Background: an optimization exercise with open tools, aiming at small area, a short achievable clock period and few clock cycles per item. Do not read the settings as production practice. The RTL was checked by simulation tests, not by an equivalence proof against the original design. Power figures rest on the tool's default switching activity, not on a simulated workload.

File: design/flow/design.v
`default_nettype none
package lc4_pkg;
   localparam logic [15:0] RESET_PC = 16'h8200;
   localparam logic [3:0] OP_ARITH = 4'b0001;
   localparam logic [3:0] OP_LOGIC = 4'b0101;
   localparam logic [3:0] OP_CONST = 4'b1001;
   function automatic logic insn_writes_rd(input logic [15:0] insn);
      case (insn[15:12])
         OP_ARITH: insn_writes_rd = insn[5] || (insn[4:3] != 2'b11);
         OP_LOGIC: insn_writes_rd = 1'b1;
         OP_CONST: insn_writes_rd = 1'b1;
         default:  insn_writes_rd = 1'b0;
      endcase
   endfunction
endpackage
`default_nettype wire
`timescale 1ns/1ps
`default_nettype none
module lc4_mul_csa (
   input  logic [15:0] a,
   input  logic [15:0] b,
   output logic [15:0] s,
   output logic [15:0] c
);
   logic one0, two0, neg0;
   logic pp0_0;
   logic pp0_1;
   logic pp0_2;
   logic pp0_3;
   logic pp0_4;
   logic pp0_5;
   logic pp0_6;
   logic pp0_7;
   logic pp0_8;
   logic pp0_9;
   logic pp0_10;
   logic pp0_11;
   logic pp0_12;
   logic pp0_13;
   logic pp0_14;
   logic pp0_15;
   logic one1, two1, neg1;
   logic pp1_0;
   logic pp1_1;
   logic pp1_2;
   logic pp1_3;
   logic pp1_4;
   logic pp1_5;
   logic pp1_6;
   logic pp1_7;
   logic pp1_8;
   logic pp1_9;
   logic pp1_10;
   logic pp1_11;
   logic pp1_12;
   logic pp1_13;
   logic one2, two2, neg2;
   logic pp2_0;
   logic pp2_1;
   logic pp2_2;
   logic pp2_3;
   logic pp2_4;
   logic pp2_5;
   logic pp2_6;
   logic pp2_7;
   logic pp2_8;
   logic pp2_9;
   logic pp2_10;
   logic pp2_11;
   logic one3, two3, neg3;
   logic pp3_0;
   logic pp3_1;
   logic pp3_2;
   logic pp3_3;
   logic pp3_4;
   logic pp3_5;
   logic pp3_6;
   logic pp3_7;
   logic pp3_8;
   logic pp3_9;
   logic one4, two4, neg4;
   logic pp4_0;
   logic pp4_1;
   logic pp4_2;
   logic pp4_3;
   logic pp4_4;
   logic pp4_5;
   logic pp4_6;
   logic pp4_7;
   logic one5, two5, neg5;
   logic pp5_0;
   logic pp5_1;
   logic pp5_2;
   logic pp5_3;
   logic pp5_4;
   logic pp5_5;
   logic one6, two6, neg6;
   logic pp6_0;
   logic pp6_1;
   logic pp6_2;
   logic pp6_3;
   logic one7, two7, neg7;
   logic pp7_0;
   logic pp7_1;
   logic hs0, hc0;
   logic hs1, hc1;
   logic fs2, fc2;
   logic hs3, hc3;
   logic fs4, fc4;
   logic hs5, hc5;
   logic fs6, fc6;
   logic fs7, fc7;
   logic hs8, hc8;
   logic fs9, fc9;
   logic fs10, fc10;
   logic hs11, hc11;
   logic hs12, hc12;
   logic hs13, hc13;
   logic fs14, fc14;
   logic hs15, hc15;
   logic fs16, fc16;
   logic hs17, hc17;
   logic fs18, fc18;
   logic fs19, fc19;
   logic fs20, fc20;
   logic fs21, fc21;
   logic fs22, fc22;
   logic fs23, fc23;
   logic fs24, fc24;
   logic fs25, fc25;
   logic fs26, fc26;
   logic fs27, fc27;
   logic fs28, fc28;
   logic fs29, fc29;
   logic hs30, hc30;
   logic hs31, hc31;
   logic fs32, fc32;
   logic fs33, fc33;
   logic fs34, fc34;
   logic fs35, fc35;
   logic fs36, fc36;
   logic fs37, fc37;
   logic fs38, fc38;
   logic fs39, fc39;
   logic fs40, fc40;
   logic fs41, fc41;
   logic hs42, hc42;
   logic hs43, hc43;
   logic fs44, fc44;
   logic fs45, fc45;
   logic fs46, fc46;
   logic fs47, fc47;
   logic fs48, fc48;
   logic fs49, fc49;
   logic fs50, fc50;
   logic fs51, fc51;
   logic fs52, fc52;
   logic fs53, fc53;
   logic fs54, fc54;
   logic fs55, fc55;
   assign one0 = b[0] ^ 1'b0;
   assign two0 = (b[1] & ~b[0] & ~1'b0) | (~b[1] & b[0] & 1'b0);
   assign neg0 = b[1];
   assign pp0_0 = (one0 & a[0]) ^ neg0;
   assign pp0_1 = ((one0 & a[1]) | (two0 & a[0])) ^ neg0;
   assign pp0_2 = ((one0 & a[2]) | (two0 & a[1])) ^ neg0;
   assign pp0_3 = ((one0 & a[3]) | (two0 & a[2])) ^ neg0;
   assign pp0_4 = ((one0 & a[4]) | (two0 & a[3])) ^ neg0;
   assign pp0_5 = ((one0 & a[5]) | (two0 & a[4])) ^ neg0;
   assign pp0_6 = ((one0 & a[6]) | (two0 & a[5])) ^ neg0;
   assign pp0_7 = ((one0 & a[7]) | (two0 & a[6])) ^ neg0;
   assign pp0_8 = ((one0 & a[8]) | (two0 & a[7])) ^ neg0;
   assign pp0_9 = ((one0 & a[9]) | (two0 & a[8])) ^ neg0;
   assign pp0_10 = ((one0 & a[10]) | (two0 & a[9])) ^ neg0;
   assign pp0_11 = ((one0 & a[11]) | (two0 & a[10])) ^ neg0;
   assign pp0_12 = ((one0 & a[12]) | (two0 & a[11])) ^ neg0;
   assign pp0_13 = ((one0 & a[13]) | (two0 & a[12])) ^ neg0;
   assign pp0_14 = ((one0 & a[14]) | (two0 & a[13])) ^ neg0;
   assign pp0_15 = ((one0 & a[15]) | (two0 & a[14])) ^ neg0;
   assign one1 = b[2] ^ b[1];
   assign two1 = (b[3] & ~b[2] & ~b[1]) | (~b[3] & b[2] & b[1]);
   assign neg1 = b[3];
   assign pp1_0 = (one1 & a[0]) ^ neg1;
   assign pp1_1 = ((one1 & a[1]) | (two1 & a[0])) ^ neg1;
   assign pp1_2 = ((one1 & a[2]) | (two1 & a[1])) ^ neg1;
   assign pp1_3 = ((one1 & a[3]) | (two1 & a[2])) ^ neg1;
   assign pp1_4 = ((one1 & a[4]) | (two1 & a[3])) ^ neg1;
   assign pp1_5 = ((one1 & a[5]) | (two1 & a[4])) ^ neg1;
   assign pp1_6 = ((one1 & a[6]) | (two1 & a[5])) ^ neg1;
   assign pp1_7 = ((one1 & a[7]) | (two1 & a[6])) ^ neg1;
   assign pp1_8 = ((one1 & a[8]) | (two1 & a[7])) ^ neg1;
   assign pp1_9 = ((one1 & a[9]) | (two1 & a[8])) ^ neg1;
   assign pp1_10 = ((one1 & a[10]) | (two1 & a[9])) ^ neg1;
   assign pp1_11 = ((one1 & a[11]) | (two1 & a[10])) ^ neg1;
   assign pp1_12 = ((one1 & a[12]) | (two1 & a[11])) ^ neg1;
   assign pp1_13 = ((one1 & a[13]) | (two1 & a[12])) ^ neg1;
   assign one2 = b[4] ^ b[3];
   assign two2 = (b[5] & ~b[4] & ~b[3]) | (~b[5] & b[4] & b[3]);
   assign neg2 = b[5];
   assign pp2_0 = (one2 & a[0]) ^ neg2;
   assign pp2_1 = ((one2 & a[1]) | (two2 & a[0])) ^ neg2;
   assign pp2_2 = ((one2 & a[2]) | (two2 & a[1])) ^ neg2;
   assign pp2_3 = ((one2 & a[3]) | (two2 & a[2])) ^ neg2;
   assign pp2_4 = ((one2 & a[4]) | (two2 & a[3])) ^ neg2;
   assign pp2_5 = ((one2 & a[5]) | (two2 & a[4])) ^ neg2;
   assign pp2_6 = ((one2 & a[6]) | (two2 & a[5])) ^ neg2;
   assign pp2_7 = ((one2 & a[7]) | (two2 & a[6])) ^ neg2;
   assign pp2_8 = ((one2 & a[8]) | (two2 & a[7])) ^ neg2;
   assign pp2_9 = ((one2 & a[9]) | (two2 & a[8])) ^ neg2;
   assign pp2_10 = ((one2 & a[10]) | (two2 & a[9])) ^ neg2;
   assign pp2_11 = ((one2 & a[11]) | (two2 & a[10])) ^ neg2;
   assign one3 = b[6] ^ b[5];
   assign two3 = (b[7] & ~b[6] & ~b[5]) | (~b[7] & b[6] & b[5]);
   assign neg3 = b[7];
   assign pp3_0 = (one3 & a[0]) ^ neg3;
   assign pp3_1 = ((one3 & a[1]) | (two3 & a[0])) ^ neg3;
   assign pp3_2 = ((one3 & a[2]) | (two3 & a[1])) ^ neg3;
   assign pp3_3 = ((one3 & a[3]) | (two3 & a[2])) ^ neg3;
   assign pp3_4 = ((one3 & a[4]) | (two3 & a[3])) ^ neg3;
   assign pp3_5 = ((one3 & a[5]) | (two3 & a[4])) ^ neg3;
   assign pp3_6 = ((one3 & a[6]) | (two3 & a[5])) ^ neg3;
   assign pp3_7 = ((one3 & a[7]) | (two3 & a[6])) ^ neg3;
   assign pp3_8 = ((one3 & a[8]) | (two3 & a[7])) ^ neg3;
   assign pp3_9 = ((one3 & a[9]) | (two3 & a[8])) ^ neg3;
   assign one4 = b[8] ^ b[7];
   assign two4 = (b[9] & ~b[8] & ~b[7]) | (~b[9] & b[8] & b[7]);
   assign neg4 = b[9];
   assign pp4_0 = (one4 & a[0]) ^ neg4;
   assign pp4_1 = ((one4 & a[1]) | (two4 & a[0])) ^ neg4;
   assign pp4_2 = ((one4 & a[2]) | (two4 & a[1])) ^ neg4;
   assign pp4_3 = ((one4 & a[3]) | (two4 & a[2])) ^ neg4;
   assign pp4_4 = ((one4 & a[4]) | (two4 & a[3])) ^ neg4;
   assign pp4_5 = ((one4 & a[5]) | (two4 & a[4])) ^ neg4;
   assign pp4_6 = ((one4 & a[6]) | (two4 & a[5])) ^ neg4;
   assign pp4_7 = ((one4 & a[7]) | (two4 & a[6])) ^ neg4;
   assign one5 = b[10] ^ b[9];
   assign two5 = (b[11] & ~b[10] & ~b[9]) | (~b[11] & b[10] & b[9]);
   assign neg5 = b[11];
   assign pp5_0 = (one5 & a[0]) ^ neg5;
   assign pp5_1 = ((one5 & a[1]) | (two5 & a[0])) ^ neg5;
   assign pp5_2 = ((one5 & a[2]) | (two5 & a[1])) ^ neg5;
   assign pp5_3 = ((one5 & a[3]) | (two5 & a[2])) ^ neg5;
   assign pp5_4 = ((one5 & a[4]) | (two5 & a[3])) ^ neg5;
   assign pp5_5 = ((one5 & a[5]) | (two5 & a[4])) ^ neg5;
   assign one6 = b[12] ^ b[11];
   assign two6 = (b[13] & ~b[12] & ~b[11]) | (~b[13] & b[12] & b[11]);
   assign neg6 = b[13];
   assign pp6_0 = (one6 & a[0]) ^ neg6;
   assign pp6_1 = ((one6 & a[1]) | (two6 & a[0])) ^ neg6;
   assign pp6_2 = ((one6 & a[2]) | (two6 & a[1])) ^ neg6;
   assign pp6_3 = ((one6 & a[3]) | (two6 & a[2])) ^ neg6;
   assign one7 = b[14] ^ b[13];
   assign two7 = (b[15] & ~b[14] & ~b[13]) | (~b[15] & b[14] & b[13]);
   assign neg7 = b[15];
   assign pp7_0 = (one7 & a[0]) ^ neg7;
   assign pp7_1 = ((one7 & a[1]) | (two7 & a[0])) ^ neg7;
   assign hs0 = pp0_10 ^ pp1_8;
   assign hc0 = pp0_10 & pp1_8;
   assign hs1 = pp0_11 ^ pp1_9;
   assign hc1 = pp0_11 & pp1_9;
   assign fs2 = pp0_12 ^ pp1_10 ^ pp2_8;
   assign fc2 = (pp0_12 & pp1_10) | (pp0_12 & pp2_8) | (pp1_10 & pp2_8);
   assign hs3 = pp3_6 ^ pp4_4;
   assign hc3 = pp3_6 & pp4_4;
   assign fs4 = pp0_13 ^ pp1_11 ^ pp2_9;
   assign fc4 = (pp0_13 & pp1_11) | (pp0_13 & pp2_9) | (pp1_11 & pp2_9);
   assign hs5 = pp3_7 ^ pp4_5;
   assign hc5 = pp3_7 & pp4_5;
   assign fs6 = pp0_14 ^ pp1_12 ^ pp2_10;
   assign fc6 = (pp0_14 & pp1_12) | (pp0_14 & pp2_10) | (pp1_12 & pp2_10);
   assign fs7 = pp3_8 ^ pp4_6 ^ pp5_4;
   assign fc7 = (pp3_8 & pp4_6) | (pp3_8 & pp5_4) | (pp4_6 & pp5_4);
   assign hs8 = pp6_2 ^ pp7_0;
   assign hc8 = pp6_2 & pp7_0;
   assign fs9 = pp0_15 ^ pp1_13 ^ pp2_11;
   assign fc9 = (pp0_15 & pp1_13) | (pp0_15 & pp2_11) | (pp1_13 & pp2_11);
   assign fs10 = pp3_9 ^ pp4_7 ^ pp5_5;
   assign fc10 = (pp3_9 & pp4_7) | (pp3_9 & pp5_5) | (pp4_7 & pp5_5);
   assign hs11 = pp6_3 ^ pp7_1;
   assign hc11 = pp6_3 & pp7_1;
   assign hs12 = pp0_6 ^ pp1_4;
   assign hc12 = pp0_6 & pp1_4;
   assign hs13 = pp0_7 ^ pp1_5;
   assign hc13 = pp0_7 & pp1_5;
   assign fs14 = pp0_8 ^ pp1_6 ^ pp2_4;
   assign fc14 = (pp0_8 & pp1_6) | (pp0_8 & pp2_4) | (pp1_6 & pp2_4);
   assign hs15 = pp3_2 ^ pp4_0;
   assign hc15 = pp3_2 & pp4_0;
   assign fs16 = pp0_9 ^ pp1_7 ^ pp2_5;
   assign fc16 = (pp0_9 & pp1_7) | (pp0_9 & pp2_5) | (pp1_7 & pp2_5);
   assign hs17 = pp3_3 ^ pp4_1;
   assign hc17 = pp3_3 & pp4_1;
   assign fs18 = hs0 ^ pp2_6 ^ pp3_4;
   assign fc18 = (hs0 & pp2_6) | (hs0 & pp3_4) | (pp2_6 & pp3_4);
   assign fs19 = pp4_2 ^ pp5_0 ^ neg5;
   assign fc19 = (pp4_2 & pp5_0) | (pp4_2 & neg5) | (pp5_0 & neg5);
   assign fs20 = hc0 ^ hs1 ^ pp2_7;
   assign fc20 = (hc0 & hs1) | (hc0 & pp2_7) | (hs1 & pp2_7);
   assign fs21 = pp3_5 ^ pp4_3 ^ pp5_1;
   assign fc21 = (pp3_5 & pp4_3) | (pp3_5 & pp5_1) | (pp4_3 & pp5_1);
   assign fs22 = hc1 ^ fs2 ^ hs3;
   assign fc22 = (hc1 & fs2) | (hc1 & hs3) | (fs2 & hs3);
   assign fs23 = pp5_2 ^ pp6_0 ^ neg6;
   assign fc23 = (pp5_2 & pp6_0) | (pp5_2 & neg6) | (pp6_0 & neg6);
   assign fs24 = fc2 ^ hc3 ^ fs4;
   assign fc24 = (fc2 & hc3) | (fc2 & fs4) | (hc3 & fs4);
   assign fs25 = hs5 ^ pp5_3 ^ pp6_1;
   assign fc25 = (hs5 & pp5_3) | (hs5 & pp6_1) | (pp5_3 & pp6_1);
   assign fs26 = fc4 ^ hc5 ^ fs6;
   assign fc26 = (fc4 & hc5) | (fc4 & fs6) | (hc5 & fs6);
   assign fs27 = fs7 ^ hs8 ^ neg7;
   assign fc27 = (fs7 & hs8) | (fs7 & neg7) | (hs8 & neg7);
   assign fs28 = fc6 ^ fc7 ^ hc8;
   assign fc28 = (fc6 & fc7) | (fc6 & hc8) | (fc7 & hc8);
   assign fs29 = fs9 ^ fs10 ^ hs11;
   assign fc29 = (fs9 & fs10) | (fs9 & hs11) | (fs10 & hs11);
   assign hs30 = pp0_4 ^ pp1_2;
   assign hc30 = pp0_4 & pp1_2;
   assign hs31 = pp0_5 ^ pp1_3;
   assign hc31 = pp0_5 & pp1_3;
   assign fs32 = hs12 ^ pp2_2 ^ pp3_0;
   assign fc32 = (hs12 & pp2_2) | (hs12 & pp3_0) | (pp2_2 & pp3_0);
   assign fs33 = hc12 ^ hs13 ^ pp2_3;
   assign fc33 = (hc12 & hs13) | (hc12 & pp2_3) | (hs13 & pp2_3);
   assign fs34 = hc13 ^ fs14 ^ hs15;
   assign fc34 = (hc13 & fs14) | (hc13 & hs15) | (fs14 & hs15);
   assign fs35 = fc14 ^ hc15 ^ fs16;
   assign fc35 = (fc14 & hc15) | (fc14 & fs16) | (hc15 & fs16);
   assign fs36 = fc16 ^ hc17 ^ fs18;
   assign fc36 = (fc16 & hc17) | (fc16 & fs18) | (hc17 & fs18);
   assign fs37 = fc18 ^ fc19 ^ fs20;
   assign fc37 = (fc18 & fc19) | (fc18 & fs20) | (fc19 & fs20);
   assign fs38 = fc20 ^ fc21 ^ fs22;
   assign fc38 = (fc20 & fc21) | (fc20 & fs22) | (fc21 & fs22);
   assign fs39 = fc22 ^ fc23 ^ fs24;
   assign fc39 = (fc22 & fc23) | (fc22 & fs24) | (fc23 & fs24);
   assign fs40 = fc24 ^ fc25 ^ fs26;
   assign fc40 = (fc24 & fc25) | (fc24 & fs26) | (fc25 & fs26);
   assign fs41 = fc26 ^ fc27 ^ fs28;
   assign fc41 = (fc26 & fc27) | (fc26 & fs28) | (fc27 & fs28);
   assign hs42 = pp0_2 ^ pp1_0;
   assign hc42 = pp0_2 & pp1_0;
   assign hs43 = pp0_3 ^ pp1_1;
   assign hc43 = pp0_3 & pp1_1;
   assign fs44 = hs30 ^ pp2_0 ^ neg2;
   assign fc44 = (hs30 & pp2_0) | (hs30 & neg2) | (pp2_0 & neg2);
   assign fs45 = hc30 ^ hs31 ^ pp2_1;
   assign fc45 = (hc30 & hs31) | (hc30 & pp2_1) | (hs31 & pp2_1);
   assign fs46 = hc31 ^ fs32 ^ neg3;
   assign fc46 = (hc31 & fs32) | (hc31 & neg3) | (fs32 & neg3);
   assign fs47 = fc32 ^ fs33 ^ pp3_1;
   assign fc47 = (fc32 & fs33) | (fc32 & pp3_1) | (fs33 & pp3_1);
   assign fs48 = fc33 ^ fs34 ^ neg4;
   assign fc48 = (fc33 & fs34) | (fc33 & neg4) | (fs34 & neg4);
   assign fs49 = fc34 ^ fs35 ^ hs17;
   assign fc49 = (fc34 & fs35) | (fc34 & hs17) | (fs35 & hs17);
   assign fs50 = fc35 ^ fs36 ^ fs19;
   assign fc50 = (fc35 & fs36) | (fc35 & fs19) | (fs36 & fs19);
   assign fs51 = fc36 ^ fs37 ^ fs21;
   assign fc51 = (fc36 & fs37) | (fc36 & fs21) | (fs37 & fs21);
   assign fs52 = fc37 ^ fs38 ^ fs23;
   assign fc52 = (fc37 & fs38) | (fc37 & fs23) | (fs38 & fs23);
   assign fs53 = fc38 ^ fs39 ^ fs25;
   assign fc53 = (fc38 & fs39) | (fc38 & fs25) | (fs39 & fs25);
   assign fs54 = fc39 ^ fs40 ^ fs27;
   assign fc54 = (fc39 & fs40) | (fc39 & fs27) | (fs40 & fs27);
   assign fs55 = fc40 ^ fs41 ^ fs29;
   assign fc55 = (fc40 & fs41) | (fc40 & fs29) | (fs41 & fs29);
   assign s[0] = pp0_0;
   assign c[0] = neg0;
   assign s[1] = pp0_1;
   assign c[1] = 1'b0;
   assign s[2] = hs42;
   assign c[2] = neg1;
   assign s[3] = hc42;
   assign c[3] = hs43;
   assign s[4] = hc43;
   assign c[4] = fs44;
   assign s[5] = fc44;
   assign c[5] = fs45;
   assign s[6] = fc45;
   assign c[6] = fs46;
   assign s[7] = fc46;
   assign c[7] = fs47;
   assign s[8] = fc47;
   assign c[8] = fs48;
   assign s[9] = fc48;
   assign c[9] = fs49;
   assign s[10] = fc49;
   assign c[10] = fs50;
   assign s[11] = fc50;
   assign c[11] = fs51;
   assign s[12] = fc51;
   assign c[12] = fs52;
   assign s[13] = fc52;
   assign c[13] = fs53;
   assign s[14] = fc53;
   assign c[14] = fs54;
   assign s[15] = fc54;
   assign c[15] = fs55;
endmodule
`default_nettype wire
`timescale 1ns/1ps
`default_nettype none
module lc4_ooo_core (
   input  logic        gwe,
   input  logic        rst_n,
   output logic [15:0] imem_addr,
   input  logic [15:0] imem_out,
   output logic        commit_valid,
   output logic [15:0] commit_pc,
   output logic [15:0] commit_insn,
   output logic [15:0] commit_value,
   output logic        commit_we,
   output logic [2:0]  commit_reg,
   output logic [2:0]  commit_nzp
);
   logic [15:0] pc_f;
   logic        x_valid, x_we, x_mulph;
   logic [15:0] x_insn, x_a, x_b;
   logic        c_valid, c_we, c_zero;
   logic [15:0] c_pc, c_insn, c_value;
   logic [15:0] rf [8];
   logic [7:0]  rf_ok;
   logic        x_is_mul, stall, sub, x_wr;
   logic [15:0] sum, res, mul_s, mul_c;
   assign x_is_mul = (x_insn[15:12] == lc4_pkg::OP_ARITH) && !x_insn[5] &&
                     (x_insn[4:3] == 2'b01);
   assign stall    = x_valid && x_is_mul && !x_mulph;    
   assign sub      = !x_mulph && (x_insn[15:12] == lc4_pkg::OP_ARITH) && !x_insn[5] &&
                     (x_insn[4:3] == 2'b10);
   assign sum      = x_a + (x_b ^ {16{sub}}) + {15'd0, sub};
   lc4_mul_csa i_mul (.a(x_a), .b(x_b), .s(mul_s), .c(mul_c));
   always_comb begin
      if (x_insn[15:12] == lc4_pkg::OP_LOGIC)
         case ({x_insn[5], x_insn[4:3]} & {1'b1, {2{!x_insn[5]}}})
            3'b000:  res = x_a & x_b;
            3'b001:  res = ~x_a;
            3'b010:  res = x_a | x_b;
            3'b011:  res = x_a ^ x_b;
            default: res = x_a & x_b;
         endcase
      else if (x_insn[15:12] == lc4_pkg::OP_CONST && !x_mulph)
         res = x_b;
      else
         res = sum;
   end
   assign x_wr = x_valid && x_we && !stall;
   logic [2:0]  f_rs, f_rt;
   logic [15:0] rf_a, rf_b, f_imm, a_next, b_next;
   logic        f_imm_sel, byp_a, byp_b;
   assign imem_addr = pc_f;
   assign f_rs      = imem_out[8:6];
   assign f_rt      = imem_out[2:0];
   assign rf_a      = rf_ok[f_rs] ? rf[f_rs] : 16'h0000;
   assign rf_b      = rf_ok[f_rt] ? rf[f_rt] : 16'h0000;
   assign byp_a     = x_wr && (x_insn[11:9] == f_rs);
   assign byp_b     = x_wr && (x_insn[11:9] == f_rt);
   assign f_imm_sel = (imem_out[15:12] == lc4_pkg::OP_CONST) ||
                      (imem_out[5] && (imem_out[15:12] == lc4_pkg::OP_ARITH ||
                                       imem_out[15:12] == lc4_pkg::OP_LOGIC));
   assign f_imm     = (imem_out[15:12] == lc4_pkg::OP_CONST) ?
                      {{7{imem_out[8]}}, imem_out[8:0]} : {{11{imem_out[4]}}, imem_out[4:0]};
   assign a_next    = byp_a ? res : rf_a;
   assign b_next    = f_imm_sel ? f_imm : (byp_b ? res : rf_b);
   always_ff @(posedge gwe or negedge rst_n) begin
      if (!rst_n) begin
         pc_f    <= lc4_pkg::RESET_PC;
         c_pc    <= lc4_pkg::RESET_PC;
         x_valid <= 1'b0;
         x_mulph <= 1'b0;
         c_valid <= 1'b0;
         rf_ok   <= '0;
      end else begin
         pc_f    <= pc_f + {15'd0, !stall};
         c_pc    <= c_pc + {15'd0, c_valid};
         x_valid <= 1'b1;
         x_mulph <= stall;
         c_valid <= x_valid && !stall;
         if (x_wr)
            rf_ok[x_insn[11:9]] <= 1'b1;
      end
   end
   always_ff @(posedge gwe) begin
      if (stall) begin
         x_a <= mul_s;
         x_b <= mul_c;
      end else begin
         x_insn <= imem_out;
         x_we   <= lc4_pkg::insn_writes_rd(imem_out);
         x_a    <= a_next;
         x_b    <= b_next;
      end
      c_insn  <= x_insn;
      c_we    <= x_we;
      c_value <= res;
      c_zero  <= (res == 16'h0000);
      if (x_wr)
         rf[x_insn[11:9]] <= res;
   end
   assign commit_valid = c_valid;
   assign commit_pc    = c_pc;
   assign commit_insn  = c_insn;
   assign commit_value = c_value;
   assign commit_we    = c_we;
   assign commit_reg   = c_insn[11:9];
   assign commit_nzp   = {c_value[15], c_zero, !c_value[15] && !c_zero};
endmodule
`default_nettype wire
File: design/flow/run.sh
#!/bin/bash
# synth_recipe.tcl (not shown) runs the flow's synth.tcl, then flattens the netlist and writes it again
# the make line also repeats each setting of config.mk as NAME=value (left out here)
make -C /OpenROAD-flow-scripts/flow DESIGN_CONFIG=/design/flow/config.mk WORK_HOME=/design/flow/orfs CLKGATE_MAP_FILE= SYNTH_SCRIPT=/design/flow/synth_recipe.tcl finish
File: design/flow/config.mk
export PLATFORM = sky130hd
export DESIGN_NAME = lc4_ooo_core
export DESIGN_NICKNAME = lc4_ooo_core
export VERILOG_FILES = /design/flow/design.v
export SDC_FILE = /design/flow/constraint.sdc
export NUM_CORES = 4
export LEC_CHECK = 0
export CAP_MARGIN = 20
export CORE_MARGIN = 2
export CORE_UTILIZATION = 40
export SLEW_MARGIN = 20
File: design/flow/constraint.sdc
create_clock -name core_clock -period 9.0 [get_ports {gwe}]
set_input_delay 1.8000 -clock core_clock [delete_from_list [all_inputs] [get_ports {gwe}]]
set_output_delay 1.8000 -clock core_clock [all_outputs]
set_load 0.01 [all_outputs]
==> results of run 1 <==
-- metal layers --
metal | global-route usage, % | wire length (µm)
met1 | 33.8 | 22400
met2 | 37.1 | 23900
met3 | 4.93 | 4710
met4 | 8.61 | 1990
met5 | 0 | 0
-- area by class of cell --
class                   instances  area, µm²
fillers                      3840      21900
multi-input cells            1159       9080
flip-flops and latches        254       6760
repair buffers                140       1250
clock buffers                  37        764
well taps                     532        666
inverters                      80        300
clock inverters                15        183
-- cells in the final DEF (no fill, tap or decap), types with 10 or more instances in the layout --
master / instances
a22oi_1: 12
fa_1: 34
nand2_1: 120
buf_4: 51
xnor2_1: 58
a21oi_1: 182
nor2b_1: 11
nor3_1: 41
inv_1: 75
ha_1: 68
nand4_1: 13
clkbuf_16: 28
o22ai_1: 33
o221ai_1: 25
a31oi_1: 18
o21ai_0: 65
nand3_1: 26
xor2_1: 30
mux2i_1: 43
dfrtp_1: 39
a221oi_1: 10
o21a_1: 10
dfxtp_1: 65
a21o_1: 13
edfxtp_1: 145
nor2_1: 132
o211ai_1: 16
mux4_2: 68
clkdlybuf4s50_1: 84
-- power by group through the flow --
stage	Sequential [µW]	Combinational, µW	Clock [µW]
detailed placement	1560	2150	0
global route	1560	2430	1230
floorplan	1550	1300	0
global placement	1560	2130	0
finish	1540	2220	1160
CTS	1540	2170	1180
-- logic make-up (layout without fill, tap and decap cells) --
group / count (synthesis) / after routing / share of synthesized area (%)
fa+ha+maj: 105 / 105 / 9.40
flops: 254 / 254 / 40.7
xor+xnor: 88 / 88 / 4.64
mux: 112 / 112 / 11.9
simple gates: 398 / 398 / 11.2
buf+inv: 214 / 272 / 4.98
other cells: 1 / 1 / 0.0226
compound gates: 455 / 455 / 17.2
-- registers in the layout (all words and copies together), names as in the netlist, 8 cells and up --
register / cells
x_insn: 16
rf_ok: 8
x_b: 16
x_a: 16
c_insn: 16
pc_f: 16
c_value: 16
c_pc: 16
rf: 128
-- path summary, 6_finish.rpt --
check                                     end  depth (start not counted)
hold / removal              c_insn[0]$_DFF_P_                          0
max in group asynchronous   c_pc[4]$_DFF_PN0_                          1
min in group asynchronous  pc_f[12]$_DFF_PN0_                          1
hold reg to reg             c_insn[0]$_DFF_P_                          0
setup / recovery               c_zero$_DFF_P_                         12
setup reg to reg               c_zero$_DFF_P_                         12
-- through the flow --
step	cells	instance area, µm²	util, %	worst slack [ns]
global route	2217	19000	46.4	3.27
CTS	2216	19000	46.4	3.57
global placement	2164	18000	44.1	3.54
floorplan	1627	16600	-	4.53
finish	2217	19000	46.4	3.46
detailed placement	2164	18000	44.1	3.55
==> metrics.csv, run 1 <==
metric;value;unit
IR Drop Worst-Case VDD;0.215;mV
deepest clock path buffer count;3;
syn nets;1747;
Lkg Pwr;0.00704;µW
Avg Cell Area, Syn;10.2;µm²
Synth Register Bits;254;
Reg clk slew, reported paths;0.06;ns
max-slew violations;0;
Net Sw Power;1970;µW
max_slew headroom;23.0;%
post-CTS setup buffer count;0;
Synth top area share;26.2;%
Post-synth top cells;a21oi_1, edfxtp_1, nor2_1, nand2_1, clkbuf_1;
num rows;74;
pwr dens;259;mW/mm²
Reg-to-Reg Start;x_insn[3]$_DFFE_PN_;
switch share;40.0;%
Crit-path slowest cell;edfxtp_1;
crit path launch;x_insn[3]$_DFFE_PN_;
ys flop type;edfxtp_1;
final weighted congestion of routability-driven global placement;0.932;
RSZ-0062 raised after global routing;no;
internal power;2950;µW
CP Class;reg -> reg;
setup TNS;0;ns
run status;complete, no violations;
layout cells sized above 1;11.8;%
grt ovf;0;
Area Overhead vs Synth;14.4;%
initial antenna violation count;0;
crit share post-route;61.6;%
CTS tree;done;
Finish-stage setup viols;0;
Slew @ Worst Pin;1.16;ns
Die X;208;µm
Max Cap Viol;0;
Pre-antenna DRT Iters;6;
Routed WL;53000;µm
GRT Total Usage;24.1;%
count leader, synth;a21oi_1;
Port-buffer cells;89;
Worst Path Max Fanout;24;
core outline area;0.0409;mm²
delay-heaviest family, CP;simple AND/OR/NAND/NOR gates;
number of global-route vias before repair;12900;
Die H;208;µm
Synth async-reset ratio;16.9;%
Setup crit end kind;flip-flop;
detailed-route vias per instance;6.07;
ANT cells;0;
Via Count;13500;
Post-synth EDFFs;145;
Ports;90;
root buffer cell;clkbuf_16;
Routed Antenna Nets;0;
H-tree Lvls;1;
largest net degree at the start of global routing;58;
HP Class;reg -> reg;
mapped cell area;0.0166;mm²
Reg power frac;31.3;%
sequential-to-total area share from yosys stat;40.7;%
fin crit period;5.54;ns
DPL Wire Length;35700;µm
CP Buf/Inv Count;0;
Yosys top cell by area;edfxtp_1;
Num CTS Buffers;28;
DIE AREA;0.0432;mm²
drt drc;0;
starting density of the core;40.6;%
Skew-Pair Late Insertion Delay;0.58;ns
Syn. warnings;1;
top cells by area, synth;edfxtp_1, mux4_2, dfxtp_1, dfrtp_1, a21oi_1;
maximum operating frequency;0.180;GHz
startpoint class of the critical path;flip-flop;
Fin. Hold Viols;0;
Layout Skew;0.0597;ns
Cell Chain, Critical Path;or4_4, or2_1, xnor2_1, fa_1, a211oi_1, o211ai_1, nand2_1, xor2_1, o221ai_1, or4_1, or4b_1, nor4_2;
post-DR wirelength/cell;23.9;µm
CP peak stage delay;0.74;ns
crit path DAT;6.04;ns
hold-fix buffer count after cts;0;
Iter 0 DRT Violations;1402;
Gate Count Post-Synth;1627;
smallest hold slack;0.341;ns
reg2reg setup slack;3.46;ns
Combinational Power Share;45.1;%
Post-CTS Resized;0;
global-route wire length before repair;80100;µm
Critical Path RT;9.49;ns
# nets final;1783;
hold path start;x_insn[0]$_DFFE_PN_;
Clock Power Share;23.6;%
Sinks on Clock Net;254;
overall power;4920;µW
Synth cell types;83;
Testbench counts, summed over its fixed seeds: cycles 17,582, items 16,000.
==> run 2, diff against run 1 <==
--- a/design/flow/design.v
+++ b/design/flow/design.v
@@ -20,3 +20,5 @@
    input  logic [15:0] a,
-   input  logic [15:0] b,
+   input  logic [7:0]  one,    
+   input  logic [7:0]  two,    
+   input  logic [7:0]  neg,    
    output logic [15:0] s,
@@ -160,5 +162,5 @@
    logic fs55, fc55;
-   assign one0 = b[0] ^ 1'b0;
-   assign two0 = (b[1] & ~b[0] & ~1'b0) | (~b[1] & b[0] & 1'b0);
-   assign neg0 = b[1];
+   assign one0 = one[0];
+   assign two0 = two[0];
+   assign neg0 = neg[0];
    assign pp0_0 = (one0 & a[0]) ^ neg0;
@@ -179,5 +181,5 @@
    assign pp0_15 = ((one0 & a[15]) | (two0 & a[14])) ^ neg0;
-   assign one1 = b[2] ^ b[1];
-   assign two1 = (b[3] & ~b[2] & ~b[1]) | (~b[3] & b[2] & b[1]);
-   assign neg1 = b[3];
+   assign one1 = one[1];
+   assign two1 = two[1];
+   assign neg1 = neg[1];
    assign pp1_0 = (one1 & a[0]) ^ neg1;
@@ -196,5 +198,5 @@
    assign pp1_13 = ((one1 & a[13]) | (two1 & a[12])) ^ neg1;
-   assign one2 = b[4] ^ b[3];
-   assign two2 = (b[5] & ~b[4] & ~b[3]) | (~b[5] & b[4] & b[3]);
-   assign neg2 = b[5];
+   assign one2 = one[2];
+   assign two2 = two[2];
+   assign neg2 = neg[2];
    assign pp2_0 = (one2 & a[0]) ^ neg2;
@@ -211,5 +213,5 @@
    assign pp2_11 = ((one2 & a[11]) | (two2 & a[10])) ^ neg2;
-   assign one3 = b[6] ^ b[5];
-   assign two3 = (b[7] & ~b[6] & ~b[5]) | (~b[7] & b[6] & b[5]);
-   assign neg3 = b[7];
+   assign one3 = one[3];
+   assign two3 = two[3];
+   assign neg3 = neg[3];
    assign pp3_0 = (one3 & a[0]) ^ neg3;
@@ -224,5 +226,5 @@
    assign pp3_9 = ((one3 & a[9]) | (two3 & a[8])) ^ neg3;
-   assign one4 = b[8] ^ b[7];
-   assign two4 = (b[9] & ~b[8] & ~b[7]) | (~b[9] & b[8] & b[7]);
-   assign neg4 = b[9];
+   assign one4 = one[4];
+   assign two4 = two[4];
+   assign neg4 = neg[4];
    assign pp4_0 = (one4 & a[0]) ^ neg4;
@@ -235,5 +237,5 @@
    assign pp4_7 = ((one4 & a[7]) | (two4 & a[6])) ^ neg4;
-   assign one5 = b[10] ^ b[9];
-   assign two5 = (b[11] & ~b[10] & ~b[9]) | (~b[11] & b[10] & b[9]);
-   assign neg5 = b[11];
+   assign one5 = one[5];
+   assign two5 = two[5];
+   assign neg5 = neg[5];
    assign pp5_0 = (one5 & a[0]) ^ neg5;
@@ -244,5 +246,5 @@
    assign pp5_5 = ((one5 & a[5]) | (two5 & a[4])) ^ neg5;
-   assign one6 = b[12] ^ b[11];
-   assign two6 = (b[13] & ~b[12] & ~b[11]) | (~b[13] & b[12] & b[11]);
-   assign neg6 = b[13];
+   assign one6 = one[6];
+   assign two6 = two[6];
+   assign neg6 = neg[6];
    assign pp6_0 = (one6 & a[0]) ^ neg6;
@@ -251,5 +253,5 @@
    assign pp6_3 = ((one6 & a[3]) | (two6 & a[2])) ^ neg6;
-   assign one7 = b[14] ^ b[13];
-   assign two7 = (b[15] & ~b[14] & ~b[13]) | (~b[15] & b[14] & b[13]);
-   assign neg7 = b[15];
+   assign one7 = one[7];
+   assign two7 = two[7];
+   assign neg7 = neg[7];
    assign pp7_0 = (one7 & a[0]) ^ neg7;
@@ -401,2 +403,17 @@
 endmodule
+module lc4_booth (
+   input  logic [15:0] b,
+   output logic [7:0]  one,
+   output logic [7:0]  two,
+   output logic [7:0]  neg
+);
+   logic [16:0] bx;
+   assign bx = {b, 1'b0};
+   always_comb
+      for (int j = 0; j < 8; j++) begin
+         one[j] = bx[2*j+1] ^ bx[2*j];
+         two[j] = (bx[2*j+2] & ~bx[2*j+1] & ~bx[2*j]) | (~bx[2*j+2] & bx[2*j+1] & bx[2*j]);
+         neg[j] = bx[2*j+2];
+      end
+endmodule
 `default_nettype wire
@@ -418,4 +435,7 @@
    logic [15:0] pc_f;
+   logic        d_valid;
+   logic [15:0] d_insn;
    logic        x_valid, x_we, x_mulph;
    logic [15:0] x_insn, x_a, x_b;
+   logic [7:0]  x_one, x_two, x_neg;    
    logic        c_valid, c_we, c_zero;
@@ -424,22 +444,15 @@
    logic [7:0]  rf_ok;
-   logic        x_is_mul, stall, sub, x_wr;
+   logic        x_sub, x_and, x_or, x_xor, x_mul;
+   logic        stall, x_wr;
    logic [15:0] sum, res, mul_s, mul_c;
-   assign x_is_mul = (x_insn[15:12] == lc4_pkg::OP_ARITH) && !x_insn[5] &&
-                     (x_insn[4:3] == 2'b01);
-   assign stall    = x_valid && x_is_mul && !x_mulph;    
-   assign sub      = !x_mulph && (x_insn[15:12] == lc4_pkg::OP_ARITH) && !x_insn[5] &&
-                     (x_insn[4:3] == 2'b10);
-   assign sum      = x_a + (x_b ^ {16{sub}}) + {15'd0, sub};
-   lc4_mul_csa i_mul (.a(x_a), .b(x_b), .s(mul_s), .c(mul_c));
+   assign stall = x_valid && x_mul && !x_mulph;    
+   assign sum   = x_a + (x_b ^ {16{x_sub}}) + {15'd0, x_sub};
+   lc4_mul_csa i_mul (.a(x_a), .one(x_one), .two(x_two), .neg(x_neg), .s(mul_s), .c(mul_c));
    always_comb begin
-      if (x_insn[15:12] == lc4_pkg::OP_LOGIC)
-         case ({x_insn[5], x_insn[4:3]} & {1'b1, {2{!x_insn[5]}}})
-            3'b000:  res = x_a & x_b;
-            3'b001:  res = ~x_a;
-            3'b010:  res = x_a | x_b;
-            3'b011:  res = x_a ^ x_b;
-            default: res = x_a & x_b;
-         endcase
-      else if (x_insn[15:12] == lc4_pkg::OP_CONST && !x_mulph)
-         res = x_b;
+      if (x_and)
+         res = x_a & x_b;
+      else if (x_or)
+         res = x_a | x_b;
+      else if (x_xor)
+         res = x_a ^ x_b;
       else
@@ -448,19 +461,28 @@
    assign x_wr = x_valid && x_we && !stall;
-   logic [2:0]  f_rs, f_rt;
-   logic [15:0] rf_a, rf_b, f_imm, a_next, b_next;
-   logic        f_imm_sel, byp_a, byp_b;
-   assign imem_addr = pc_f;
-   assign f_rs      = imem_out[8:6];
-   assign f_rt      = imem_out[2:0];
-   assign rf_a      = rf_ok[f_rs] ? rf[f_rs] : 16'h0000;
-   assign rf_b      = rf_ok[f_rt] ? rf[f_rt] : 16'h0000;
-   assign byp_a     = x_wr && (x_insn[11:9] == f_rs);
-   assign byp_b     = x_wr && (x_insn[11:9] == f_rt);
-   assign f_imm_sel = (imem_out[15:12] == lc4_pkg::OP_CONST) ||
-                      (imem_out[5] && (imem_out[15:12] == lc4_pkg::OP_ARITH ||
-                                       imem_out[15:12] == lc4_pkg::OP_LOGIC));
-   assign f_imm     = (imem_out[15:12] == lc4_pkg::OP_CONST) ?
-                      {{7{imem_out[8]}}, imem_out[8:0]} : {{11{imem_out[4]}}, imem_out[4:0]};
+   logic [3:0]  d_op;
+   logic [2:0]  d_rs, d_rt, d_fn;
+   logic [15:0] rf_a, rf_b, d_imm, a_next, b_next;
+   logic [7:0]  b_one, b_two, b_neg;
+   logic        d_arith, d_logic, d_const, d_imm_sel, d_not, byp_a, byp_b, use_a, d_mul;
+   assign d_op      = d_insn[15:12];
+   assign d_fn      = d_insn[5:3];
+   assign d_rs      = d_insn[8:6];
+   assign d_rt      = d_insn[2:0];
+   assign d_arith   = (d_op == lc4_pkg::OP_ARITH);
+   assign d_logic   = (d_op == lc4_pkg::OP_LOGIC);
+   assign d_const   = (d_op == lc4_pkg::OP_CONST);
+   assign d_not     = d_logic && (d_fn == 3'b001);
+   assign d_mul     = d_arith && (d_fn == 3'b001);
+   assign d_imm_sel = d_const || d_not || (d_fn[2] && (d_arith || d_logic));
+   assign d_imm     = d_const ? {{7{d_insn[8]}}, d_insn[8:0]} :
+                      d_not   ? 16'hffff : {{11{d_insn[4]}}, d_insn[4:0]};
+   assign use_a     = !d_const;
+   assign rf_a      = (use_a && rf_ok[d_rs]) ? rf[d_rs] : 16'h0000;
+   assign rf_b      = rf_ok[d_rt] ? rf[d_rt] : 16'h0000;
+   assign byp_a     = use_a && x_wr && (x_insn[11:9] == d_rs);
+   assign byp_b     = x_wr && (x_insn[11:9] == d_rt);
    assign a_next    = byp_a ? res : rf_a;
-   assign b_next    = f_imm_sel ? f_imm : (byp_b ? res : rf_b);
+   assign b_next    = d_imm_sel ? d_imm : (byp_b ? res : rf_b);
+   lc4_booth i_booth (.b(b_next), .one(b_one), .two(b_two), .neg(b_neg));
+   assign imem_addr = pc_f;
    always_ff @(posedge gwe or negedge rst_n) begin
@@ -469,2 +491,3 @@
          c_pc    <= lc4_pkg::RESET_PC;
+         d_valid <= 1'b0;
          x_valid <= 1'b0;
@@ -474,5 +497,7 @@
       end else begin
-         pc_f    <= pc_f + {15'd0, !stall};
+         pc_f    <= pc_f + {15'd0, !(d_valid && d_mul && !stall)};
          c_pc    <= c_pc + {15'd0, c_valid};
-         x_valid <= 1'b1;
+         d_valid <= 1'b1;
+         if (!stall)
+            x_valid <= d_valid;
          x_mulph <= stall;
@@ -484,2 +509,6 @@
    always_ff @(posedge gwe) begin
+      d_insn <= imem_out;
+      x_one  <= b_one;
+      x_two  <= b_two;
+      x_neg  <= b_neg;
       if (stall) begin
@@ -488,4 +517,9 @@
       end else begin
-         x_insn <= imem_out;
-         x_we   <= lc4_pkg::insn_writes_rd(imem_out);
+         x_insn <= d_insn;
+         x_we   <= lc4_pkg::insn_writes_rd(d_insn);
+         x_sub  <= d_arith && (d_fn == 3'b010);
+         x_mul  <= d_mul;
+         x_and  <= d_logic && (d_fn == 3'b000 || d_fn[2]);
+         x_or   <= d_logic && (d_fn == 3'b010);
+         x_xor  <= d_logic && (d_fn == 3'b011 || d_fn == 3'b001);
          x_a    <= a_next;
--- a/design/flow/config.mk
+++ b/design/flow/config.mk
@@ -10,2 +10,3 @@
 export CORE_UTILIZATION = 40
+export SETUP_SLACK_MARGIN = 5
 export SLEW_MARGIN = 20
==> run 2 against run 1 <==
Effect of this change: still clean; final cell count is 10% lower; area after synthesis is 1.1% lower; maximum frequency is 48% higher; clock power is 17% higher; global-route usage is 3.6 points lower; critical endpoint is now x_b[15]$_DFF_P_.
==> metrics.csv, run 2 <==
metric;value;unit
Routed Antenna Nets;0;
ANT cells;0;
Layout Skew;0.0285;ns
Iter 0 DRT Violations;1106;
Skew-Pair Late Insertion Delay;0.59;ns
ys flop type;edfxtp_1;
HP Class;reg -> reg;
Area Overhead vs Synth;15.4;%
Via Count;11100;
# nets final;1557;
Die X;207;µm
Worst Path Max Fanout;12;
Synth Register Bits;300;
IR Drop Worst-Case VDD;0.180;mV
Finish-stage setup viols;0;
detailed-route vias per instance;5.57;
layout cells sized above 1;14.2;%
root buffer cell;clkbuf_16;
starting density of the core;40.4;%
Sinks on Clock Net;300;
sequential-to-total area share from yosys stat;47.1;%
Yosys top cell by area;edfxtp_1;
Port-buffer cells;89;
crit share post-route;41.7;%
Ports;90;
fin crit period;3.75;ns
Setup crit end kind;flip-flop;
Critical Path RT;9.43;ns
startpoint class of the critical path;flip-flop;
overall power;4950;µW
Synth cell types;81;
Gate Count Post-Synth;1366;
maximum operating frequency;0.267;GHz
Post-synth top cells;edfxtp_1, dfxtp_1, xnor2_1, nor2_1, inv_1;
DIE AREA;0.0427;mm²
Fin. Hold Viols;0;
commonest non-fill, non-tap cells in the layout;edfxtp_1, dfxtp_1, xnor2_1, nor2_1, clkdlybuf4s50_1;
DPL Wire Length;29700;µm
R2R depth;13;
Num CTS Buffers;31;
top cells by area, synth;edfxtp_1, dfxtp_1, mux4_2, dfrtp_1, ha_1;
run status;complete, no violations;
CTS tree;done;
num rows;74;
drt drc;0;
syn nets;1488;
crit path DAT;4.18;ns
hold-fix buffer count after cts;0;
final weighted congestion of routability-driven global placement;0.943;
Synth top area share;27.4;%
FILL cells;3661;
post-DR wirelength/cell;21.4;µm
max_slew headroom;25.1;%
worst hold path depth;0;
deepest clock path buffer count;3;
CP Class;reg -> reg;
grt ovf;0;
Post-synth EDFFs;150;
Lkg Pwr;0.00725;µW
initial antenna violation count;0;
Slew @ Worst Pin;1.12;ns
pwr dens;261;mW/mm²
core outline area;0.0406;mm²
GRT Total Usage;20.5;%
setup TNS;0;ns
H-tree Lvls;1;
Routed WL;42700;µm
Syn. warnings;2;
count leader, synth;edfxtp_1;
max-slew violations;0;
Max Cap Viol;0;
commonest non-fill, non-tap cell in the layout;edfxtp_1;
RSZ-0062 raised after global routing;no;
Pre-antenna DRT Iters;5;
max FFs per register;128;
largest net degree at the start of global routing;58;
Synth async-reset ratio;14.7;%
Reg clk slew, reported paths;0.07;ns
number of global-route vias before repair;11200;
Die H;207;µm
Avg Cell Area, Syn;12.0;µm²
mapped cell area;0.0164;mm²
global-route wire length before repair;66600;µm
[run 2: changes by cell type after synthesis, moves of 21 or more]
cell | previous run | this run
o221ai_1 | 25 | 1
o22ai_1 | 33 | 4
nand2_1 | 120 | 77
dfxtp_1 | 66 | 106
a21oi_1 | 183 | 58
buf_1 | 30 | 8
o21ai_0 | 65 | 20
xnor2_1 | 58 | 92
nor2_1 | 132 | 88
a22oi_1 | 12 | 64
clkbuf_1 | 97 | 44
xor2_1 | 30 | 51
nor3_1 | 44 | 15
mux2_2 | 1 | 24
[run 2: timing repair]
action	4_1_cts	5_1_grt
pin swaps	1	0
endpoints found under the setup margin	2	1
endpoints found under the hold margin	0	0
cloned	0	0
setup buffers	4	0
gates resized for setup	0	5
[run 2: logic make-up after synthesis]
| logic type | count (synthesis) | synth area share (%) |
|---|---|---|
| other | 1 | 0.0228 |
| xor gates and xnor gates | 144 | 7.77 |
| adders and majority gates | 104 | 9.48 |
| AOI/OAI and AO/OA | 250 | 10.7 |
| muxes | 118 | 12.6 |
| and+or+nand+nor | 277 | 7.96 |
| DFF | 300 | 47.1 |
| buffers and inverters | 172 | 4.37 |
[run 2: metrics by stage]
step                std cells  utilization [%]  instance area [µm²]  hold slack (ns)  worst slack, ns
floorplan                1366                -                16400            0.323             5.23
global placement         1930             43.8                17800            0.326             4.99
detailed placement       1930             43.8                17800            0.328             4.99
CTS                      1992             46.6                18900            0.341             5.12
global route             1992             46.6                19000            0.343             5.03
finish                   1992             46.6                19000            0.339             5.25
[run 2: final timing paths]
check | startpoint | endpoint | slack, ns
setup reg to reg | x_one[2]$_DFF_P_ | x_b[15]$_DFF_P_ | 5.25
min in group asynchronous | rst_n | rf_ok[5]$_DFFE_PN0P_ | 1.21
max in group asynchronous | rst_n | c_pc[13]$_DFF_PN0_ | 7.37
hold / removal | x_insn[6]$_DFFE_PN_ | c_insn[6]$_DFF_P_ | 0.34
hold reg to reg | x_insn[6]$_DFFE_PN_ | c_insn[6]$_DFF_P_ | 0.34
setup / recovery | x_one[2]$_DFF_P_ | x_b[15]$_DFF_P_ | 5.25
[run 2: critical path: stages (launching register included)]
cell and delay, ns:
dfxtp_1 0.63, a22oi_1 0.19, xnor2_1 0.18, fa_1 0.53
inv_1 0.06, fa_1 0.50, fa_1 0.45, xor2_1 0.19
xnor2_1 0.20, xnor2_1 0.11, xnor2_1 0.21, xnor2_1 0.10
a21oi_1 0.14, o31ai_1 0.11
[run 2: final cells by class]
class | instances | area [µm²] | share of cell area, %
flip-flops and latches | 300 | 7740 | 40.8
repair buffers | 120 | 1120 | 5.91
clock buffers | 43 | 881 | 4.65
well taps | 532 | 666 | 3.51
multi-input cells | 894 | 8000 | 42.2
clock inverters | 15 | 214 | 1.13
inverters | 88 | 330 | 1.74
[run 2: layer usage]
| layer | up-vias | routed length [µm] | track usage [%] |
|---|---|---|---|
| met4 | 0 | 899 | 4.72 |
| met3 | 62 | 2270 | 2.75 |
| li1 | 5117 | - | - |
| met1 | 5554 | 19400 | 29.0 |
| met5 | - | 0 | 0 |
| met2 | 362 | 20100 | 33.6 |
[run 2: where the power goes]
part | total, µW | leakage (µW) | switching (µW) | internal, µW
sequential | 1890 | 0.00285 | 228 | 1660
clock | 1360 | 0.000530 | 534 | 826
combinational | 1690 | 0.00387 | 933 | 761
total | 4950 | 0.00725 | 1700 | 3250
Testbench counts of run 2, summed over its fixed seeds: cycles 17,590, items 16,000.
==> run 3, diff against run 2 <==
==> design/flow/flow/run.sh (new file) <==
#!/bin/bash
# Standard layout (the standard.sh), with plain buffers on the ports and a
# tighter setup repair target. Each tool's output goes to a log in this folder.
set -euo pipefail
bash standard.sh BUFFER_PORTS_ARGS="-buffer_cell sky130_fd_sc_hd__buf_2" SETUP_SLACK_MARGIN=6 finish > flow_make.log 2>&1
==> design/flow/standard.sh (new file) <==
#!/bin/bash
# synth_recipe.tcl (not shown) runs the flow's synth.tcl, then flattens the netlist and writes it again
# the make line also repeats each setting of config.mk as NAME=value (left out here)
make -C /OpenROAD-flow-scripts/flow DESIGN_CONFIG=/design/flow/config.mk WORK_HOME=/design/flow/orfs CLKGATE_MAP_FILE= SYNTH_SCRIPT=/design/flow/synth_recipe.tcl "${@:-finish}"
--- a/design/flow/config.mk
+++ b/design/flow/config.mk
@@ -10,3 +10,2 @@
 export CORE_UTILIZATION = 40
-export SETUP_SLACK_MARGIN = 5
 export SLEW_MARGIN = 20
removed: design/flow/run.sh
==> run 3 against run 2 <==
Effect of this change: largest cell class unchanged; die area stayed put; register-to-register slack improved by 0.50 ns; critical path type unchanged; sequential cell count unchanged; cell area up 5.7%; sequential power is essentially flat; final cell count rose by 3.4%; clock skew shrank 0.0028 ns; critical path depth fell by 1; hold slack better by 0.0012 ns; via count increased by 4.1%; synthesized cell count unchanged; area after synthesis unchanged.
==> metrics.csv, run 3 <==
metric;value;unit
run status;complete, no violations;
Area Overhead vs Synth;22.1;%
DPL Wire Length;28600;µm
crit share post-route;36.2;%
Critical Path RT;9.47;ns
# nets final;1625;
reg2reg setup slack;5.75;ns
CTS tree;done;
Iter 0 DRT Violations;1262;
drt drc;0;
Sinks on Clock Net;300;
HP Class;reg -> reg;
num rows;74;
Routed Antenna Nets;0;
Combinational Power Share;37.8;%
Synth top area share;27.4;%
Pre-antenna DRT Iters;7;
count leader, synth;edfxtp_1;
Die H;207;µm
Die X;207;µm
syn nets;1488;
Yosys top cell by area;edfxtp_1;
Synth async-reset ratio;14.7;%
max_slew headroom;29.0;%
IR Drop Worst-Case VDD;0.165;mV
core outline area;0.0406;mm²
mapped cell area;0.0164;mm²
Routed WL;43700;µm
Port-buffer cells;89;
Syn. warnings;2;
FILL cells;3477;
smallest hold slack;0.340;ns
Gate Count Post-Synth;1366;
maximum operating frequency;0.307;GHz
deepest clock path buffer count;3;
Net Sw Power;1850;µW
Lkg Pwr;0.00781;µW
pwr dens;263;mW/mm²
hold-fix buffer count after cts;0;
RSZ-0062 raised after global routing;yes;
top cells by area, synth;edfxtp_1, dfxtp_1, mux4_2, dfrtp_1, ha_1;
detailed-route vias per instance;5.61;
Fin. Hold Viols;0;
sequential-to-total area share from yosys stat;47.1;%
design area;0.0200;mm²
Post-synth top cells;edfxtp_1, dfxtp_1, xnor2_1, nor2_1, inv_1;
Slew @ Worst Pin;1.06;ns
Max Cap Viol;0;
commonest non-fill, non-tap cell in the layout;edfxtp_1;
starting density of the core;40.4;%
Setup crit end kind;flip-flop;
ANT cells;0;
grt ovf;0;
initial antenna violation count;0;
Num CTS Buffers;31;
Post-synth EDFFs;150;
Via Count;11600;
GRT Total Usage;20.3;%
Layout Skew;0.0257;ns
Ports;90;
Worst Path Max Fanout;4;
layout cells sized above 1;32.1;%
startpoint class of the critical path;flip-flop;
root buffer cell;clkbuf_16;
post-DR wirelength/cell;21.2;µm
Skew-Pair Late Insertion Delay;0.58;ns
final weighted congestion of routability-driven global placement;0.898;
largest net degree at the start of global routing;58;
crit path DAT;3.72;ns
switch share;35.1;%
Clock Power Share;26.5;%
Area after DPL;0.0174;mm²
setup TNS;0;ns
DIE AREA;0.0427;mm²
internal power;3420;µW
max-slew violations;0;
Reg clk slew, reported paths;0.06;ns
Synth Register Bits;300;
number of global-route vias before repair;11300;
Finish-stage setup viols;0;
fin crit period;3.25;ns
overall power;5270;µW
Synth cell types;81;
Avg Cell Area, Syn;12.0;µm²
H-tree Lvls;1;
Reg power frac;35.6;%
max FFs per register;128;
ys flop type;edfxtp_1;
commonest non-fill, non-tap cells in the layout;edfxtp_1, xnor2_1, buf_2, nor2_1, dfxtp_1;
global-route wire length before repair;66400;µm
CP Class;reg -> reg;
## run 3: cell types whose count changed in the layout (fill, tap and decap cells not counted), moves of 10 or more
cell | previous run | this run
a21oi_1 | 58 | 46
clkdlybuf4s50_1 | 88 | 0
dfxtp_1 | 99 | 81
a22oi_2 | 0 | 14
buf_4 | 32 | 78
buf_2 | 0 | 84
ha_1 | 70 | 58
dfxtp_4 | 0 | 18
ha_4 | 0 | 10
a22oi_1 | 64 | 50
buf_6 | 0 | 17
## run 3: cells by family after synthesis
| logic type | after synthesis | share of synthesized area, % |
|---|---|---|
| simple gates | 277 | 7.96 |
| xor+xnor | 144 | 7.77 |
| compound gates | 250 | 10.7 |
| buf+inv | 172 | 4.37 |
| flops | 300 | 47.1 |
| fa+ha+maj | 104 | 9.48 |
| other cells | 1 | 0.0228 |
| mux | 118 | 12.6 |
## run 3: final cells by class
cell class	instances	area (µm²)	share of cell area, %
tap	532	666	3.32
clock inverter	20	300	1.50
multi-input combinational	895	8790	43.8
timing repair buffer	187	1320	6.59
inverter	88	335	1.67
clock buffer	38	822	4.10
sequential	300	7810	39.0
## run 3: power by group through the flow
stage / clock (µW) / combinational [µW] / sequential, µW
finish: 1400 / 1990 / 1880
detailed placement: 0 / 1640 / 1900
floorplan: 0 / 1220 / 1820
global route: 1480 / 2210 / 1900
CTS: 1430 / 1820 / 1870
global placement: 0 / 1610 / 1900
## run 3: worst paths after layout
| kind | startpoint | end | depth (start not counted) |
|---|---|---|---|
| setup / recovery | x_two[1]$_DFF_P_ | x_a[13]$_DFF_P_ | 12 |
| hold / removal | x_insn[5]$_DFFE_PN_ | c_insn[5]$_DFF_P_ | 0 |
| setup reg to reg | x_two[1]$_DFF_P_ | x_a[13]$_DFF_P_ | 12 |
| hold reg to reg | x_insn[5]$_DFFE_PN_ | c_insn[5]$_DFF_P_ | 0 |
| max in group asynchronous | rst_n | c_pc[6]$_DFF_PN0_ | 1 |
| min in group asynchronous | rst_n | rf_ok[1]$_DFFE_PN0P_ | 1 |
## run 3: critical path, cell delays in order, from the launching register on
cell and delay (ns):
dfxtp_4 0.39, buf_4 0.15, a22oi_2 0.14, xor2_1 0.11, fa_1 0.51, inv_1 0.05
fa_1 0.47, inv_1 0.05, fa_1 0.50, inv_1 0.05, fa_1 0.37, nor2_1 0.29
nor2_1 0.06
## run 3: what timing repair did
action	in CTS	in global routing
endpoints found under the hold margin	0	0
cloned	0	1
gates resized for setup	111	96
endpoints found under the setup margin	177	104
buffers inserted	38	33
pin swaps	26	41
## run 3: metrics by stage
| step | util [%] | setup slack, ns | cells |
|---|---|---|---|
| 2_1_floorplan | - | 5.90 | 1366 |
| 3_3_place_gp | 42.9 | 5.15 | 1930 |
| 3_5_place_dp | 42.9 | 4.98 | 1930 |
| 4_1_cts | 47.4 | 5.75 | 2026 |
| 5_1_grt | 49.3 | 5.62 | 2060 |
| 6_report | 49.3 | 5.75 | 2060 |
## run 3: per-layer routing
layer / part of all wire, % / global-route usage [%] / wire length (µm) / vias up
met5: 0 / 0 / 0 / -
met2: 48 / 34.3 / 21100 / 404
met3: 5.6 / 2.04 / 2440 / 71
met4: 2.8 / 5.54 / 1220 / 0
li1: - / - / - / 5257
met1: 43 / 28.0 / 18900 / 5819
==> run 4, diff against run 3 <==
==> design/flow/flow/run.sh (replaced) <==
#!/bin/bash
# Standard layout (the standard.sh), with plain buffers on the ports and a
# tighter setup repair target. Each tool's output goes to a log in this folder.
set -euo pipefail
bash standard.sh BUFFER_PORTS_ARGS="-buffer_cell sky130_fd_sc_hd__buf_2" SETUP_SLACK_MARGIN=5.5 finish > flow_make.log 2>&1
--- a/design/flow/config.mk
+++ b/design/flow/config.mk
@@ -10,2 +10,3 @@
 export CORE_UTILIZATION = 40
+export CTS_BUF_LIST = sky130_fd_sc_hd__clkbuf_4 sky130_fd_sc_hd__clkbuf_8
 export SLEW_MARGIN = 20
==> run 4 against run 3 <==
Effect of this change: die area stayed put; non-clock buffer count down 58; sequential cell count stayed put; clock power fell by 15%; first-iteration DRC count is 31% lower; register-to-register slack worse by 0.14 ns; global-route usage increased by 0.27 points; area after synthesis did not move; critical path depth unchanged; routed wire length fell by 2.0%; critical path type unchanged; largest cell class unchanged.
==> metrics.csv, run 4 <==
metric;value;unit
HP Class;reg -> reg;
cell mode on critical path;fa_1;
overall power;4730;µW
FILL cells;3683;
Reg power frac;39.9;%
IR Drop Worst-Case VDD;0.141;mV
pwr dens;254;mW/mm²
Pre-antenna DRT Iters;7;
crit path launch;x_two[1]$_DFF_P_;
Layout Skew;0.0294;ns
DPL Wire Length;29300;µm
setup TNS;0;ns
Iter 0 DRT Violations;869;
max FFs per register;128;
Num CTS Buffers;50;
num rows;74;
Die H;207;µm
H-tree Lvls;2;
Clock Power Share;25.1;%
Via Count;11300;
GRT busiest layer;met2;
met1 usage;28.6;%
Yosys top cell by area;edfxtp_1;
deepest clock path buffer count;3;
mapped cell area;0.0164;mm²
DIE AREA;0.0427;mm²
GRT Total Usage;20.6;%
internal power;3020;µW
crit path DAT;3.87;ns
Slew @ Worst Pin;1.00;ns
Critical Path RT;9.47;ns
commonest non-fill, non-tap cells in the layout;edfxtp_1, xnor2_1, buf_2, nor2_1, inv_1;
R2R depth;12;
crit share post-route;37.8;%
Worst Path Max Fanout;6;
Net Sw Power;1700;µW
Die X;207;µm
Synth Register Bits;300;
global-route wire length before repair;66600;µm
starting density of the core;40.4;%
Reg clk slew, reported paths;0.06;ns
Synth async-reset ratio;14.7;%
final weighted congestion of routability-driven global placement;0.915;
RSZ-0062 raised after global routing;yes;
worst r2r dst;x_b[12]$_DFF_P_;
design area;0.0186;mm²
Post-Place Worst Slack;4.97;ns
Cell Chain, Critical Path;buf_4, a22oi_1, xor2_1, fa_1, inv_1, fa_1, inv_1, fa_1, inv_1, fa_1, nor2_1, a21oi_1;
maximum operating frequency;0.294;GHz
max_slew headroom;33.1;%
top cells by area, synth;edfxtp_1, dfxtp_1, mux4_2, dfrtp_1, ha_1;
Port-buffer cells;89;
Routed WL;42800;µm
Routed Antenna Nets;0;
Crit-path slowest cell;fa_1;
reg2reg setup slack;5.60;ns
CTS tree;done;
Area after DPL;0.0174;mm²
Lkg Pwr;0.00739;µW
Skew-Pair Late Insertion Delay;0.61;ns
Post-synth EDFFs;150;
Finish-stage setup viols;0;
Max Cap Viol;0;
ys flop type;edfxtp_1;
Synth top area share;27.4;%
initial antenna violation count;0;
CP Class;reg -> reg;
worst setup margin;5.60;ns
commonest non-fill, non-tap cell in the layout;edfxtp_1;
Area Overhead vs Synth;13.4;%
fin crit period;3.40;ns
core outline area;0.0406;mm²
switch share;36.0;%
CP Capture Point;x_b[12]$_DFF_P_;
Setup crit end kind;flip-flop;
Combinational Power Share;35.0;%
Gate Count Post-Synth;1366;
Syn. warnings;2;
post-DR wirelength/cell;21.0;µm
startpoint class of the critical path;flip-flop;
Synth cell types;81;
Post-synth top cells;edfxtp_1, dfxtp_1, xnor2_1, nor2_1, inv_1;
drt drc;0;
Ports;90;
Fin. Hold Viols;0;
hold-fix buffer count after cts;0;
syn nets;1488;
# nets final;1585;
number of global-route vias before repair;11200;
M3 GR Usage;3.34;%
grt ovf;0;
root buffer cell;clkbuf_8;
count leader, synth;edfxtp_1;
run status;complete, no violations;
CP peak stage delay;0.54;ns
max-slew violations;0;
Sinks on Clock Net;300;
detailed-route vias per instance;5.54;
Reg-to-Reg Start;x_two[1]$_DFF_P_;
sequential-to-total area share from yosys stat;47.1;%
Avg Cell Area, Syn;12.0;µm²
ANT cells;0;
largest net degree at the start of global routing;57;
met2 Use GR;32.4;%
layout cells sized above 1;25.1;%
[run 4: cell types whose count changed in the layout (fill, tap and decap cells not counted), sizes merged]
cell,before,now
buf,185,129
clkbuf,39,74
bufinv,7,0
clkinv,10,16
clkinvlp,4,2
and2,14,13
clkdlybuf4s18,1,0
[run 4: per-layer routing]
layer	wire [µm]	share of wire, %
met4	1170	2.7
met2	20200	47
met5	0	0
met3	2310	5.4
met1	19100	45
[run 4: power by group through the flow]
stage / combinational, µW / clock (µW) / sequential [µW]
finish: 1660 / 1190 / 1890
global route: 1890 / 1280 / 1910
CTS: 1640 / 1220 / 1880
detailed placement: 1620 / 0 / 1900
floorplan: 1190 / 0 / 1810
global placement: 1590 / 0 / 1900
[run 4: worst max-delay path: cells and delay by family (launching register included)]
kind,cells,cell delay (ns)
adders and majority gates,4,2.00
xor gates and xnor gates,1,0.13
buffers and inverters,4,0.31
AOI/OAI and AO/OA,2,0.24
DFF,1,0.37
and+or+nand+nor,1,0.21
[run 4: area by class of cell]
class	instances	area (µm²)	area share [%]
multi-input cells	894	8100	43.5
well taps	532	666	3.57
repair buffers	129	746	4.00
clock buffers	74	900	4.83
clock inverters	17	92.6	0.497
inverters	88	330	1.77
flip-flops and latches	300	7800	41.9
[run 4: metrics by stage]
stage	cells	hold slack, ns	utilization, %
6_report	2034	0.335	45.8
4_1_cts	2027	0.342	45.4
5_1_grt	2034	0.347	45.8
3_5_place_dp	1932	0.329	42.8
2_1_floorplan	1366	0.323	-
3_3_place_gp	1932	0.326	42.8
[run 4: repair_timing]
action | 4_1_cts | 5_1_grt
pin swaps | 1 | 12
buffers inserted | 4 | 7
setup endpoints to repair | 51 | 28
endpoints found under the hold margin | 0 | 0
gates resized for setup | 30 | 26
[run 4: worst min-delay path by stage]
| stage | startpoint | to | slack, ns | cells past startpoint |
|---|---|---|---|---|
| final | x_insn[3]$_DFFE_PN_ | c_insn[3]$_DFF_P_ | 0.33 | 0 |
| after global routing | x_insn[3]$_DFFE_PN_ | c_insn[3]$_DFF_P_ | 0.35 | 0 |
| after CTS | x_insn[3]$_DFFE_PN_ | c_insn[3]$_DFF_P_ | 0.34 | 0 |
| after detailed placement | x_insn[1]$_DFFE_PN_ | c_insn[1]$_DFF_P_ | 0.33 | 0 |
| after global placement | x_insn[0]$_DFFE_PN_ | c_insn[0]$_DFF_P_ | 0.33 | 0 |
| after floorplan | x_insn[0]$_DFFE_PN_ | c_insn[0]$_DFF_P_ | 0.32 | 0 |
[run 4: cell families (layout without fill, tap and decap cells)]
| family | count (synthesis) | count (layout) | share of synthesized area, % |
|---|---|---|---|
| xor+xnor | 144 | 144 | 7.77 |
| fa+ha+maj | 104 | 104 | 9.48 |
| other cells | 1 | 1 | 0.0228 |
| compound gates | 250 | 250 | 10.7 |
| simple gates | 277 | 277 | 7.96 |
| flops | 300 | 300 | 47.1 |
| mux | 118 | 118 | 12.6 |
| buf+inv | 172 | 308 | 4.37 |

[re-timing with driven ports]
The results above use ideal ports. As a check the final layouts listed here were re-extracted and re-timed, cells and wires unchanged. Step 1 (the two cells are an assumption about what drives the block):
set clk [get_ports {gwe}]
set_driving_cell -lib_cell sky130_fd_sc_hd__clkbuf_16 $clk
set_driving_cell -lib_cell sky130_fd_sc_hd__buf_2 [delete_from_list [all_inputs] $clk]
Step 2 moves the port delays by t, midway between the first and last clock arrival at a register: inputs arrive t later, outputs are due t later. That takes back most of the time a late clock gives input paths. Three values: no drivers, after step 1, after step 2; two values: the first two.
| run | shift t [ns] | setup slack, ns | hold WS [ns] | worst setup path after step 2 | pins driven straight from the clock port |
|---|---|---|---|---|---|
| run 1 | 0.610 | 3.457 / 3.457 / 3.457 | 0.341 / 0.341 / 0.341 | register to register | 1 |
| run 2 | 0.623 | 5.250 / 5.250 / 5.250 | 0.339 / 0.339 / 0.339 | register to register | 1 |
| run 3 | 0.625 | 5.746 / 5.746 / 5.746 | 0.340 / 0.340 / 0.340 | register to register | 1 |
| run 4 | 0.637 | 5.602 / 5.602 / 5.602 | 0.335 / 0.335 / 0.335 | register to register | 1 |
After both steps setup and hold are still met in every run listed.
